This is an optimization exercise on Yosys and OpenROAD, whose aim is a short achievable clock period and few clock cycles, not a production implementation.
Function was checked by simulation only, so behaviour that the tests miss may differ from the original.
Power and IR drop assume default switching activity.

--- run.sh ---
#!/bin/bash
# synth_recipe.tcl (not shown) runs the flow's synth.tcl, then flattens the netlist and writes it again
# the make line also repeats each setting of config.mk as NAME=value (left out here)
make -C /OpenROAD-flow-scripts/flow DESIGN_CONFIG=/design/flow/config.mk WORK_HOME=/design/flow/orfs CLKGATE_MAP_FILE= SYNTH_SCRIPT=/design/flow/synth_recipe.tcl finish
--- config.mk ---
export PLATFORM = sky130hd
export DESIGN_NAME = pcpu
export DESIGN_NICKNAME = pcpu
export VERILOG_FILES = /design/flow/design.v
export SDC_FILE = /design/flow/constraint.sdc
export NUM_CORES = 4
export LEC_CHECK = 0
export ABC_CLOCK_PERIOD_IN_PS = 2500
export CAP_MARGIN = 20
export CORE_MARGIN = 2
export CORE_UTILIZATION = 30
export SETUP_SLACK_MARGIN = 1.5
export SLEW_MARGIN = 20
--- constraint.sdc ---
create_clock -name core_clock -period 4.5 [get_ports {clock}]
set_input_delay 0.9000 -clock core_clock [delete_from_list [all_inputs] [get_ports {clock}]]
set_output_delay 0.9000 -clock core_clock [all_outputs]
set_load 0.01 [all_outputs]
--- design.v ---
`timescale 1ns/1ps
package pcpu_pkg;
    localparam int DATA_W    = 16;
    localparam int ADDR_W    = 8;
    localparam int REG_SEL_W = 3;
    localparam int OP_HI   = 15;
    localparam int OP_LO   = 11;
    localparam int R1_HI   = 10;
    localparam int R1_LO   = 8;
    localparam int R2_HI   = 6;
    localparam int R2_LO   = 4;
    localparam int R3_HI   = 2;
    localparam int R3_LO   = 0;
    localparam int IMM8_HI = 7;
    localparam int IMM8_LO = 0;
    localparam int IMM4_HI = 3;
    localparam int IMM4_LO = 0;
    localparam logic [15:0] NOP_WORD = 16'h0000;
    localparam logic [4:0] NOP  = 5'b00000, HALT = 5'b00001, LOAD = 5'b00010, STORE = 5'b00011,
                           SLL  = 5'b00100, SRL  = 5'b00101, ADD  = 5'b01000, ADDI  = 5'b01001,
                           SUB  = 5'b01010, SUBI = 5'b01011, CMP  = 5'b01100, AND   = 5'b01101,
                           OR   = 5'b01110, XOR  = 5'b01111, LDIH = 5'b10000, JUMP  = 5'b11000,
                           JMPR = 5'b11001, BZ   = 5'b11010, BNZ  = 5'b11011, BN    = 5'b11100,
                           BNN  = 5'b11101, BC   = 5'b11110, BNC  = 5'b11111;
    localparam logic IDLE = 1'b0, EXEC = 1'b1;
endpackage
`timescale 1ns/1ps
module run_control (
    input  logic clock,
    input  logic reset,
    input  logic enable,
    input  logic start,
    input  logic halt_d,
    output logic run,
    output logic run_next
);
    always_comb
    begin
        if (run)
            run_next = enable && !halt_d;
        else
            run_next = enable && start;
    end
    always_ff @(posedge clock or negedge reset)
    begin
        if (!reset)
            run <= 1'b0;
        else
            run <= run_next;
    end
endmodule
`timescale 1ns/1ps
import pcpu_pkg::*;
module fetch_decode (
    input  logic [15:0] ir,
    output logic [2:0]  sel1,
    output logic [2:0]  sel2,
    output logic [2:0]  sel3,
    input  logic [15:0] rd1,
    input  logic [15:0] rd2,
    input  logic [15:0] rd3,
    input  logic [7:1]  e_wen,
    input  logic [15:0] e_res,
    output logic        halt,
    output logic        stall,           
    output logic        br_always,
    output logic        br_z,
    output logic        br_n,
    output logic        br_c,
    output logic        br_inv,
    output logic [7:0]  target,
    output logic [15:0] opnd_a,
    output logic [15:0] opnd_b,
    output logic [15:0] store_data,
    output logic        op_arith,
    output logic        op_and,
    output logic        op_or,
    output logic        op_xor,
    output logic        op_sll,
    output logic        op_srl,
    output logic        cin,
    output logic        set_zn,
    output logic        set_c,
    output logic        clr_c,
    output logic        is_load,
    output logic        is_store,
    output logic [7:1]  wen
);
    logic [4:0]  op;
    logic [15:0] v1, v2, v3;
    logic [15:0] imm4, imm8;
    logic        fwd1, fwd2, fwd3;
    logic        writes;
    logic        is_jump, is_jmpr, is_bcc;
    logic        use_v1, use_imm8, use_imm4, inv_b;
    logic [15:0] b_pre;
    assign op   = ir[15:11];
    assign sel1 = ir[10:8];
    assign sel2 = ir[6:4];
    assign sel3 = ir[2:0];
    assign imm4 = {12'b0, ir[3:0]};
    assign imm8 = {8'b0, ir[7:0]};
    assign fwd1 = e_wen[sel1] && (sel1 != 3'd0);
    assign fwd2 = e_wen[sel2] && (sel2 != 3'd0);
    assign fwd3 = e_wen[sel3] && (sel3 != 3'd0);
    assign v1   = fwd1 ? e_res : rd1;
    assign v2   = fwd2 ? e_res : rd2;
    assign v3   = fwd3 ? e_res : rd3;
    always_comb
    begin
        op_arith = 1'b0; op_and = 1'b0; op_or = 1'b0; op_xor = 1'b0;
        op_sll = 1'b0; op_srl = 1'b0; cin = 1'b0; set_zn = 1'b0; set_c = 1'b0; clr_c = 1'b0;
        is_load = 1'b0; is_store = 1'b0; writes = 1'b0; halt = 1'b0;
        is_jump = 1'b0; is_jmpr = 1'b0; is_bcc = 1'b0;
        use_v1 = 1'b0; use_imm8 = 1'b0; use_imm4 = 1'b0; inv_b = 1'b0;
        case (op)
            HALT:  halt = 1'b1;
            LOAD:  begin is_load = 1'b1; writes = 1'b1; use_imm4 = 1'b1; end
            STORE: begin is_store = 1'b1; use_imm4 = 1'b1; end
            SLL:   begin op_sll = 1'b1; set_zn = 1'b1; writes = 1'b1; use_imm4 = 1'b1; end
            SRL:   begin op_srl = 1'b1; set_zn = 1'b1; writes = 1'b1; use_imm4 = 1'b1; end
            ADD:   begin op_arith = 1'b1; set_zn = 1'b1; set_c = 1'b1; writes = 1'b1; end
            ADDI:  begin op_arith = 1'b1; set_zn = 1'b1; set_c = 1'b1; writes = 1'b1;
                         use_v1 = 1'b1; use_imm8 = 1'b1; end
            SUB:   begin op_arith = 1'b1; set_zn = 1'b1; set_c = 1'b1; writes = 1'b1;
                         inv_b = 1'b1; cin = 1'b1; end
            SUBI:  begin op_arith = 1'b1; set_zn = 1'b1; set_c = 1'b1; writes = 1'b1;
                         use_v1 = 1'b1; use_imm8 = 1'b1; inv_b = 1'b1; cin = 1'b1; end
            CMP:   begin op_arith = 1'b1; set_zn = 1'b1; set_c = 1'b1;
                         inv_b = 1'b1; cin = 1'b1; end
            AND:   begin op_and = 1'b1; set_zn = 1'b1; clr_c = 1'b1; writes = 1'b1; end
            OR:    begin op_or  = 1'b1; set_zn = 1'b1; clr_c = 1'b1; writes = 1'b1; end
            XOR:   begin op_xor = 1'b1; set_zn = 1'b1; clr_c = 1'b1; writes = 1'b1; end
            LDIH:  begin op_or  = 1'b1; writes = 1'b1; end
            JUMP:  is_jump = 1'b1;
            JMPR:  is_jmpr = 1'b1;
            BZ, BNZ, BN, BNN, BC, BNC: is_bcc = 1'b1;
            default: ;                                   
        endcase
    end
    always_comb
    begin
        if (op == LDIH)
            opnd_a = 16'h0000;
        else if (use_v1)
            opnd_a = v1;
        else
            opnd_a = v2;
        if (op == LDIH)
            b_pre = {ir[7:0], 8'h00};
        else if (use_imm8)
            b_pre = imm8;
        else if (use_imm4)
            b_pre = imm4;
        else
            b_pre = v3;
        opnd_b = inv_b ? ~b_pre : b_pre;
    end
    assign store_data = v1;
    always_comb
    begin
        wen = 7'b0;
        if (writes && sel1 != 3'd0)
            wen[sel1] = 1'b1;
    end
    assign br_always = is_jump || is_jmpr;
    assign br_z      = is_bcc && (op[2:1] == 2'b01);
    assign br_n      = is_bcc && (op[2:1] == 2'b10);
    assign br_c      = is_bcc && (op[2:1] == 2'b11);
    assign br_inv    = op[0];
    assign stall  = (is_jmpr || is_bcc) && fwd1;
    assign target = is_jump ? ir[7:0] : (rd1[7:0] + ir[7:0]);
endmodule
`timescale 1ns/1ps
module alu (
    input  logic        op_arith,        
    input  logic        op_and,
    input  logic        op_or,
    input  logic        op_xor,
    input  logic        op_sll,
    input  logic        op_srl,
    input  logic        cin,
    input  logic [15:0] a,
    input  logic [15:0] b,
    output logic [15:0] result,
    output logic        carry,           
    output logic        zero,
    output logic        neg
);
    logic [17:0] sum2;
    logic [16:0] sum;
    logic [15:0] p, g, o, shl, shr, logic_res, shift_res, k;
    logic        z_arith, z_logic, z_shift;
    assign p    = a ^ b;
    assign g    = a & b;
    assign o    = a | b;
    assign sum2 = {1'b0, a, cin} + {1'b0, b, cin};
    assign sum  = sum2[17:1];
    assign shl  = a << b[3:0];
    assign shr  = a >> b[3:0];
    assign logic_res = ({16{op_and}} & g) | ({16{op_or}} & o) | ({16{op_xor}} & p);
    assign shift_res = ({16{op_sll}} & shl) | ({16{op_srl}} & shr);
    assign result = ({16{op_arith}} & sum[15:0]) | logic_res | shift_res;
    assign carry = sum[16] ^ cin;
    assign k       = {o[14:0], cin};
    assign z_arith = &(~(p ^ k));
    assign z_logic = ~|logic_res;
    assign z_shift = ~|shift_res;
    assign zero    = op_arith ? z_arith : (z_logic & z_shift);
    assign neg     = result[15];
endmodule
`timescale 1ns/1ps
module execute_stage (
    input  logic        clock,
    input  logic        reset,
    input  logic        valid,           
    input  logic [15:0] opnd_a,
    input  logic [15:0] opnd_b,
    input  logic [15:0] store_data,
    input  logic        op_arith,
    input  logic        op_and,
    input  logic        op_or,
    input  logic        op_xor,
    input  logic        op_sll,
    input  logic        op_srl,
    input  logic        cin,
    input  logic        set_zn,
    input  logic        set_c,
    input  logic        clr_c,
    input  logic        is_load,
    input  logic        is_store,
    input  logic [7:1]  wen,
    input  logic        br_always,
    input  logic        br_z,
    input  logic        br_n,
    input  logic        br_c,
    input  logic        br_inv,
    input  logic [7:0]  target,
    input  logic [15:0] d_datain,
    output logic [7:1]  e_wen,
    output logic [15:0] e_res,
    output logic        zf,
    output logic        nf,
    output logic        cf,
    output logic        taken,
    output logic [7:0]  e_target,
    output logic [7:0]  d_addr,
    output logic [15:0] d_dataout,
    output logic        d_we
);
    logic [15:0] a, b;
    logic        e_arith, e_and, e_or, e_xor, e_sll, e_srl, e_cin;
    logic        e_set_zn, e_set_c, e_clr_c, e_load;
    logic        e_br_always, e_br_z, e_br_n, e_br_c, e_br_inv;
    logic [15:0] alu_out;
    logic        alu_carry, alu_zero, alu_neg;
    always_ff @(posedge clock or negedge reset)
    begin
        if (!reset)
        begin
            a         <= '0;
            b         <= '0;
            d_dataout <= '0;
            e_target  <= '0;
            e_arith <= 1'b0; e_and <= 1'b0; e_or <= 1'b0; e_xor <= 1'b0;
            e_sll <= 1'b0; e_srl <= 1'b0; e_cin <= 1'b0;
            e_set_zn <= 1'b0; e_set_c <= 1'b0; e_clr_c <= 1'b0;
            e_load <= 1'b0; d_we <= 1'b0; e_wen <= '0;
            e_br_always <= 1'b0; e_br_z <= 1'b0; e_br_n <= 1'b0; e_br_c <= 1'b0;
            e_br_inv <= 1'b0;
        end
        else
        begin
            a         <= opnd_a;
            b         <= opnd_b;
            d_dataout <= store_data;
            e_target  <= target;
            e_arith  <= valid && op_arith;
            e_and    <= valid && op_and;
            e_or     <= valid && op_or;
            e_xor    <= valid && op_xor;
            e_sll    <= valid && op_sll;
            e_srl    <= valid && op_srl;
            e_cin    <= cin;
            e_set_zn <= valid && set_zn;
            e_set_c  <= valid && set_c;
            e_clr_c  <= valid && clr_c;
            e_load   <= valid && is_load;
            d_we     <= valid && is_store;
            e_wen    <= valid ? wen : 7'b0;
            e_br_always <= valid && br_always;
            e_br_z      <= valid && br_z;
            e_br_n      <= valid && br_n;
            e_br_c      <= valid && br_c;
            e_br_inv    <= br_inv;
        end
    end
    alu u_alu (
        .op_arith(e_arith), .op_and(e_and), .op_or(e_or), .op_xor(e_xor),
        .op_sll(e_sll), .op_srl(e_srl), .cin(e_cin), .a, .b,
        .result(alu_out), .carry(alu_carry), .zero(alu_zero), .neg(alu_neg)
    );
    assign d_addr = a[7:0] + {4'b0, b[3:0]};
    assign e_res = e_load ? d_datain : alu_out;
    assign taken = e_br_always
                || (e_br_z && (zf ^ e_br_inv))
                || (e_br_n && (nf ^ e_br_inv))
                || (e_br_c && (cf ^ e_br_inv));
    always_ff @(posedge clock or negedge reset)
    begin
        if (!reset)
            {zf, nf, cf} <= 3'b000;
        else
        begin
            if (e_set_zn)
            begin
                zf <= alu_zero;
                nf <= alu_neg;
            end
            if (e_set_c)
                cf <= alu_carry;
            else if (e_clr_c)
                cf <= 1'b0;
        end
    end
endmodule
`timescale 1ns/1ps
module writeback_stage (
    input  logic        clock,
    input  logic        reset,
    input  logic [7:1]  wen,
    input  logic [15:0] wdata,
    input  logic [2:0]  sel1,
    input  logic [2:0]  sel2,
    input  logic [2:0]  sel3,
    input  logic [2:0]  dbg_sel,
    output logic [15:0] rd1,
    output logic [15:0] rd2,
    output logic [15:0] rd3,
    output logic [15:0] dbg_data
);
    logic [15:0] gr [8];
    assign gr[0] = 16'h0000;
    genvar i;
    generate
        for (i = 1; i < 8; i++)
        begin : g_reg
            always_ff @(posedge clock or negedge reset)
            begin
                if (!reset)
                    gr[i] <= 16'h0000;
                else if (wen[i])
                    gr[i] <= wdata;
            end
        end
    endgenerate
    assign rd1      = gr[sel1];
    assign rd2      = gr[sel2];
    assign rd3      = gr[sel3];
    assign dbg_data = gr[dbg_sel];
endmodule
`timescale 1ns/1ps
import pcpu_pkg::*;
module pcpu (
    input  logic        clock,
    input  logic        reset,
    input  logic        enable,
    input  logic        start,
    input  logic [15:0] i_datain,
    output logic [7:0]  i_addr,
    input  logic [15:0] d_datain,
    output logic [7:0]  d_addr,
    output logic [15:0] d_dataout,
    output logic        d_we,
    input  logic [3:0]  select_y,
    output logic [15:0] y
);
    logic              run, run_next, valid;
    logic [7:0]        pc, pc_next, e_target;
    logic              zf, nf, cf, taken;
    logic [2:0]        sel1, sel2, sel3;
    logic [15:0]       rd1, rd2, rd3, dbg_data;
    logic [7:1]        e_wen, wen;
    logic [15:0]       e_res;
    logic              halt, stall;
    logic              br_always, br_z, br_n, br_c, br_inv;
    logic [7:0]        target;
    logic [15:0]       opnd_a, opnd_b, store_data;
    logic              op_arith, op_and, op_or, op_xor, op_sll, op_srl, cin;
    logic              set_zn, set_c, clr_c, is_load, is_store;
    run_control u_run (.clock, .reset, .enable, .start, .halt_d(halt), .run, .run_next);
    fetch_decode u_decode (
        .ir(i_datain), .sel1, .sel2, .sel3, .rd1, .rd2, .rd3, .e_wen, .e_res,
        .halt, .stall, .br_always, .br_z, .br_n, .br_c, .br_inv, .target,
        .opnd_a, .opnd_b, .store_data,
        .op_arith, .op_and, .op_or, .op_xor, .op_sll, .op_srl, .cin,
        .set_zn, .set_c, .clr_c, .is_load, .is_store, .wen
    );
    assign valid = run_next && !halt && !stall;
    execute_stage u_execute (
        .clock, .reset, .valid, .opnd_a, .opnd_b, .store_data,
        .op_arith, .op_and, .op_or, .op_xor, .op_sll, .op_srl, .cin,
        .set_zn, .set_c, .clr_c, .is_load, .is_store, .wen,
        .br_always, .br_z, .br_n, .br_c, .br_inv, .target, .d_datain,
        .e_wen, .e_res, .zf, .nf, .cf, .taken, .e_target,
        .d_addr, .d_dataout, .d_we
    );
    writeback_stage u_regs (
        .clock, .reset, .wen(e_wen), .wdata(e_res), .sel1, .sel2, .sel3,
        .dbg_sel(select_y[2:0]), .rd1, .rd2, .rd3, .dbg_data
    );
    assign i_addr = taken ? e_target : pc;
    always_comb
    begin
        if (!run_next)
            pc_next = 8'h00;
        else if (halt || stall)
            pc_next = i_addr;
        else
            pc_next = i_addr + 8'h01;
    end
    always_ff @(posedge clock or negedge reset)
    begin
        if (!reset)
            pc <= 8'h00;
        else
            pc <= pc_next;
    end
    always_comb
    begin
        y = '0;
        if (select_y == 4'd0)
        begin
            y[12]   = d_we;
            y[11]   = run;
            y[10:8] = {zf, nf, cf};
            y[7:0]  = pc;
        end
        else if (select_y < 4'd8)
            y = dbg_data;
    end
endmodule
==> results of run 1 <==
[final timing paths]
kind | startpoint | endpoint | slack [ns] | cells after the start
setup / recovery | u_execute.b[0] | d_addr[6] | 1.26 | 9
hold / removal | u_execute.e_clr_c | u_execute.cf | 0.43 | 1
setup reg to reg | u_execute.b[0] | u_regs.gr[6][11] | 1.30 | 13
hold reg to reg | u_execute.e_clr_c | u_execute.cf | 0.43 | 1
max in group asynchronous | reset | u_execute.e_wen[3] | 3.07 | 2
min in group asynchronous | reset | u_regs.gr[7][13] | 0.45 | 1
[repair_timing]
action	4_1_cts	5_1_grt
buffers inserted	104	49
hold buffers	0	0
endpoints found under the setup margin	210	135
gates cloned	10	4
resized for setup	378	212
pin swaps	48	94
[layout by cell type (no fill, tap or decap), types with 13 or more instances in the layout]
cell | synthesis | routed
dfrtp_2 | 0 | 22
dfrtp_1 | 203 | 181
a22oi_1 | 91 | 84
buf_4 | 4 | 171
mux2i_4 | 0 | 14
ha_4 | 0 | 15
a222oi_1 | 21 | 21
mux2_2 | 224 | 193
a21oi_1 | 89 | 60
nor3_1 | 34 | 28
nor2_1 | 97 | 86
clkbuf_16 | 0 | 28
buf_6 | 5 | 40
nand2_1 | 120 | 103
nand3_1 | 33 | 30
clkdlybuf4s50_1 | 0 | 41
a21o_1 | 15 | 15
buf_12 | 0 | 19
o21ai_1 | 16 | 18
ha_1 | 66 | 44
o21ai_2 | 0 | 18
inv_2 | 3 | 15
buf_2 | 18 | 25
a21oi_2 | 2 | 23
xnor2_1 | 32 | 27
a22o_1 | 34 | 33
o21ai_0 | 57 | 35
mux2i_1 | 49 | 32
inv_1 | 78 | 60
mux4_2 | 34 | 34
o211ai_1 | 13 | 13
mux2_4 | 2 | 35
[final cells by class]
type	count	area [µm²]	share of cell area
Multi-Input combinational cell	1294	12200	0.541
Clock buffer	31	698	0.0310
Sequential cell	203	5110	0.226
Tap cell	696	871	0.0386
Clock inverter	13	135	0.00599
Timing Repair Buffer	326	3200	0.142
Inverter	82	332	0.0147
[state kept, by name (all words and copies together) (netlist names), 7 cells and up]
register and flops:
u_execute.e_target 8, u_execute.b 16, u_regs.gr 112, pc 8, u_execute.e_wen 7, u_execute.d_dataout 16, u_execute.a 16
[per-stage QoR]
stage               std cells  power, mW  hold slack (ns)  utilization
floorplan                1714       2.61            0.399            -
global placement         2434       3.00            0.409        0.340
detailed placement       2434       3.01            0.425        0.340
CTS                      2592       5.26            0.426        0.393
global route             2645       5.56            0.435        0.417
finish                   2645       5.39            0.427        0.417
[power breakdown]
group | total, mW | internal [mW] | switching, mW
sequential | 1.98 | 1.89 | 0.0960
clock | 2.03 | 1.21 | 0.817
combinational | 1.37 | 0.614 | 0.756
total | 5.39 | 3.72 | 1.67
[logic make-up after synthesis]
family | count (synthesis)
AOI/OAI and AO/OA | 482
and+or+nand+nor | 384
xor gates and xnor gates | 43
adders and majority gates | 69
DFF | 203
muxes | 313
buffers and inverters | 220
[worst max-delay path, cell delays in order, from the launching register on]
cell     delay [ns]
dfrtp_2        0.43
ha_4           0.16
inv_2          0.04
fa_2           0.37
inv_2          0.08
a21o_1         0.16
a21o_1         0.17
nand3_1        0.10
xnor2_1        0.16
buf_2          0.15
[routing by layer]
layer  global-route usage  vias to the layer above
met1                0.317                     8009
met5                    0                        -
li1                     -                     6916
met3               0.0532                      248
met4                0.106                        0
met2                0.371                     1104
==> key figures, run 1 <==
Place
  • PortBufs: 88
  • Post-Place Cell Area: 18400 µm²
  • RD Place Congestion: 0.944
  • Post-Place Setup Slack: 0.371 ns
  • HPWL Detailed: 48.7 mm

Detailed routing
  • WL final: 71.6 mm
  • Met3 wire length: 7.41 mm
  • DR vias/cell: 6.15
  • Detail Route Antenna Nets: 0
  • Met1 WL: 28.4 mm
  • DRC Markers: 0
  • Pre-Repair DR Iteration Count: 7
  • Top layer in use: met4
  • Iteration-0 DRC Markers: 2033
  • Met2 wire len: 31.8 mm
  • Via count: 16277
  • Avg WL per Cell: 27.1 µm

Clock network
  • Clock slew at reported path FFs: 0.06 ns
  • CTS Buf Count: 24
  • Later-pin clock latency in the skew report: 0.54 ns
  • CTS tree: done
  • CTS Buffer Depth: 3
  • Num Clock Sinks: 203
  • Clock root cell: clkbuf_16
  • CTS H-tree depth: 1

Run
  • Max-cap check violation count: 0

Critical path
  • Critical Path Fanout Max: 3
  • WP data arrival: 2.34 ns
  • CP Data Required Time: 3.60 ns
  • Crit path capture type: output port
  • Crit start category: flop
  • Crit Path Category: flop to output port

Synth
  • Async SR Flop Fraction: 1.00
  • Area fraction in compound gates after synthesis: 0.216
  • Synth top area cells: dfrtp_1 31%, mux2_2 15%, ha_1 5.0%
  • Sequential area share after synthesis: 0.308
  • Top post-synthesis cells by count: 224 x mux2_2, 203 x dfrtp_1, 120 x nand2_1, 100 x clkbuf_1, 97 x nor2_1
  • Ys Warns: 6
  • Netlist cell types: 100
  • Synth Register Bits: 203
  • Share of the synthesized area in the top cell type: 0.308
  • Ys flop type: dfrtp_1
  • Synth Area in Adders: 0.0537
  • Post-Syn Area per Cell: 9.63 µm²
  • Largest family of logic cells by synthesized area: multiplexers
  • Syn Std Cell Area: 16500 µm²
  • Share of synthesized area spent on multiplexers: 0.234
  • EDFF count, synth: 0
  • Synth Area in Simple Gates: 0.111
  • Synthesized net count: 1823
  • Synth Area in XOR/XNOR: 0.0233
  • Top-count cell post-synth: mux2_2
  • Cells after Synth: 1714
  • Largest area contributor in the netlist: dfrtp_1

Cells and area
  • Nets: 2040
  • Design Area, Final: 22600 µm²
  • Fill cells: 5046
  • Share of cells above drive strength 1: 0.442
  • Ant. Diodes: 0
  • Area Growth Syn to Fin: 36.6%

Die
  • FP Rows: 85
  • Placeable Area: 54100 µm²
  • Total die area: 56900 µm²
  • Starting density of the core: 0.305
  • Die W: 239 µm
  • # IOs: 89
  • DIE HEIGHT: 239 µm

STA
  • Final setup margin: 1.26 ns
  • RSZ-0062 raised after global routing: yes
  • Max transition margin: 0.370
  • Setup violators final: 0
  • Slew Limit Fails: 0
  • Final Cycle Share: 0.720
  • Final Hold Viols: 0
  • Max Freq: 308 MHz
  • Worst clock skew: 0.0170 ns
  • Measured slew at the worst slew-check pin: 0.945 ns
  • Sum of negative setup slack: 0 ns
  • Min Clock Period, post-route: 3.24 ns

Power and ir drop
  • Highest ir drop seen on vdd: 0.258 mV
  • P per Cell Area: 239 nW/µm²
  • Leakage: 9.71 nW

Global route
  • Vias in the first global route: 15708
  • Pin count of the biggest net entering global routing: 101
  • First-pass GRT wire length: 103 mm
  • All-Layer GR Usage: 0.239
  • Grt total ovfl: 0
  • Initial antenna violation count: 0

Min path
  • HP Class: flop to flop

Status
  • Status: timing/DRC/antenna clean
Testbench counts, summed over its fixed seeds: cycles 27,006.
==> run 2, diff against run 1 <==
--- a/config.mk
+++ b/config.mk
@@ -9,5 +9,5 @@
 export CAP_MARGIN = 20
 export CORE_MARGIN = 2
 export CORE_UTILIZATION = 30
-export SETUP_SLACK_MARGIN = 1.5
+export SETUP_SLACK_MARGIN = 2.0
 export SLEW_MARGIN = 20
==> run 2 against run 1 <==
Synthesized cell count unchanged. Still clean on timing, DRC and antenna. Clock skew is 0.013 ns higher. Non-clock buffer count rose by 85. Sequential power is essentially flat. Cell count rose by 3.2%. Critical path depth did not move. Largest power group unchanged. First-iteration DRC count increased by 9.2%. Via count increased by 2.6%. Utilization rose by 3.6 points. Register-to-register slack improved by 0.02 ns. Worst hold slack got worse by 0.011 ns.
==> key figures, run 2 <==
STA
  • Worst clock skew: 0.0298 ns
  • Max Freq: 306 MHz
  • Hold slack: 0.416 ns
  • Setup violators final: 0
  • Measured slew at the worst slew-check pin: 1.01 ns
  • Min Clock Period, post-route: 3.27 ns
  • Sum of negative setup slack: 0 ns
  • Final Cycle Share: 0.727
  • Max transition margin: 0.326
  • Final Hold Viols: 0
  • Final setup margin: 1.23 ns
  • Slew Limit Fails: 0
  • RSZ-0062 raised after global routing: yes

Synth
  • Ys flop type: dfrtp_1
  • Synthesized net count: 1823
  • Cells after Synth: 1714
  • Netlist cell types: 100
  • Largest area contributor in the netlist: dfrtp_1
  • Synth Register Bits: 203
  • Ys Warns: 6
  • Synth top area cells: dfrtp_1 31%, mux2_2 15%, ha_1 5.0%
  • EDFF count, synth: 0
  • Share of the synthesized area in the top cell type: 0.308
  • Sequential area share after synthesis: 0.308
  • Top post-synthesis cells by count: 224 x mux2_2, 203 x dfrtp_1, 120 x nand2_1, 100 x clkbuf_1, 97 x nor2_1
  • Async SR Flop Fraction: 1.00
  • Syn Std Cell Area: 16500 µm²
  • Top-count cell post-synth: mux2_2
  • Post-Syn Area per Cell: 9.63 µm²

Detailed routing
  • DR vias/cell: 6.11
  • DRC Markers: 0
  • WL final: 73.1 mm
  • Iteration-0 DRC Markers: 2220
  • Via count: 16693
  • Avg WL per Cell: 26.8 µm
  • Detail Route Antenna Nets: 0
  • Pre-Repair DR Iteration Count: 10

Place
  • RD Place Congestion: 0.966
  • HPWL Detailed: 48.8 mm
  • Post-Place Setup Slack: 0.460 ns
  • Post-Place Cell Area: 19000 µm²
  • PortBufs: 88

Global route
  • All-Layer GR Usage: 0.244
  • Pin count of the biggest net entering global routing: 101
  • Initial antenna violation count: 1
  • Grt total ovfl: 0
  • Vias in the first global route: 16450
  • First-pass GRT wire length: 106 mm

Die
  • FP Rows: 85
  • DIE HEIGHT: 239 µm
  • Placeable Area: 54100 µm²
  • Die W: 239 µm
  • # IOs: 89
  • Starting density of the core: 0.305
  • Total die area: 56900 µm²

Clock network
  • CTS tree: done
  • CTS H-tree depth: 1
  • Post-cts hold buffer count: 0
  • CTS Buf Count: 25
  • Num Clock Sinks: 203
  • Clock slew at reported path FFs: 0.07 ns
  • Later-pin clock latency in the skew report: 0.55 ns
  • Clock root cell: clkbuf_16
  • CTS Buffer Depth: 3

Cells and area
  • Nets: 2124
  • Final core occ: 0.452
  • Area Growth Syn to Fin: 48.3%
  • Design Area, Final: 24500 µm²
  • Ant. Diodes: 0
  • Top reg by flops: u_regs.gr
  • Fill cells: 4830
  • Commonest non-fill, non-tap cell in the layout: buf_4
  • Share of cells above drive strength 1: 0.506
  • Largest register FFs: 112
  • Commonest non-fill, non-tap cells in the layout: 186 x buf_4, 182 x dfrtp_1, 119 x mux2_4

Critical path
  • Top Family by Delay on Critical Path: adder cells
  • Crit path capture type: output port
  • Crit Path Category: flop to output port
  • Critical path depth: 9
  • Critical Path Fanout Max: 2
  • CP max stage cell: dfrtp_4
  • CP Data Required Time: 3.60 ns
  • Slowest stage delay, CP: 0.47 ns
  • Critical-path cell list: ha_4 > inv_2 > fa_2 > inv_2 > a21o_1 > a21o_1 > nand3_2 > xnor2_2 > buf_2
  • WP data arrival: 2.37 ns
  • WP buf/inv: 3
  • R2R cell count: 11
  • Crit start category: flop

Min path
  • Hold depth: 1
  • HP Class: flop to flop

Power and ir drop
  • Highest ir drop seen on vdd: 0.237 mV
  • P per Cell Area: 229 nW/µm²
  • Leakage: 10.4 nW

Run
  • Max-cap check violation count: 0

Status
  • Status: timing/DRC/antenna clean
==> run 2: cell counts after synthesis <==
No cell type changed its count.
==> run 2: worst paths after layout <==
kind	start	to	slack [ns]
max	u_execute.b[0]	d_addr[6]	1.23
min	u_execute.e_clr_c	u_execute.cf	0.42
max reg2reg	u_execute.b[0]	u_execute.a[15]	1.32
min reg2reg	u_execute.e_clr_c	u_execute.cf	0.42
max in group asynchronous	reset	u_execute.d_we	3.07
min in group asynchronous	reset	u_regs.gr[5][8]	0.44
==> run 2: final cells by class <==
cell class / instances / area (µm²) / share of cell area
multi-input cells: 1292 / 13000 / 0.533
flip-flops and latches: 203 / 5110 / 0.209
repair buffers: 411 / 4250 / 0.173
well taps: 696 / 871 / 0.0356
clock buffers: 34 / 729 / 0.0298
inverters: 82 / 364 / 0.0149
clock inverters: 12 / 126 / 0.00516
==> run 2: cell families (layout without fill, tap and decap cells) <==
kind of cell             after synthesis  in the layout  synth area share
AO/OA/AOI/OAI                        482            483             0.216
XOR/XNOR                              43             43            0.0233
adder cells (fa/ha/maj)               69             69            0.0537
buffers and inverters                220            539            0.0546
flip-flops                           203            203             0.308
multiplexers                         313            313             0.234
AND/OR/NAND/NOR                      384            384             0.111
==> run 2: repair_timing <==
| item | in CTS | in global routing |
|---|---|---|
| pin swaps | 128 | 121 |
| buffers inserted | 168 | 75 |
| gates cloned | 7 | 2 |
| endpoints found under the setup margin | 234 | 228 |
| resized for setup | 522 | 209 |
==> run 2: per-layer routing <==
metal / part of all wire / GRT usage
met5: 0.00037 / 0
met1: 0.40 / 0.318
met2: 0.46 / 0.393
met3: 0.097 / 0.0493
met4: 0.050 / 0.104
==> run 2: report_power, final <==
group	internal (mW)	switching, mW
logic	0.722	0.829
registers	1.89	0.0965
clock network	1.25	0.830
==> run 2: worst register-to-register path, cell delays in order, from the launching register on <==
cell,delay [ns]
dfrtp_4,0.53
buf_6,0.14
buf_12,0.13
fa_2,0.34
a21o_1,0.21
a221oi_4,0.33
o21ai_4,0.15
a31oi_4,0.22
mux2i_4,0.36
a31oi_4,0.23
a21oi_2,0.26
a21oi_1,0.11
==> run 2: through the flow <==
stage / total power, mW / cells
6_report: 5.62 / 2730
5_1_grt: 5.78 / 2730
4_1_cts: 5.42 / 2653
3_5_place_dp: 3.06 / 2432
3_3_place_gp: 3.04 / 2432
2_1_floorplan: 2.68 / 1714

static timing again, ports no longer ideal:
In the flow no input, the clock included, has a driving cell. The finished layouts below were timed again as built, in two steps.
Step 1 (the two cells are an assumption about what drives the block):
set clk [get_ports {clock}]
set_driving_cell -lib_cell sky130_fd_sc_hd__clkbuf_16 $clk
set_driving_cell -lib_cell sky130_fd_sc_hd__buf_2 [delete_from_list [all_inputs] $clk]
Step 2 times the ports against the registers' clock, not the clock port: input delays grow and output delays shrink by t, the midpoint of the rising clock arrivals with the driver on.
Three values: ideal ports, drivers, drivers and shift; two values: the first two.
run	shift t [ns]	setup WS [ns]	worst setup path after step 2	cell pins on the clock port's net
run 1	0.581	1.258 / 1.035 / 0.958	input to register	1
run 2	0.594	1.227 / 1.173 / 0.899	input to register	1
After both steps setup and hold are still met in every run listed. For run 2, which loses most, drivers alone change the setup slack by -0.054 ns; drivers and shift together by -0.328 ns.
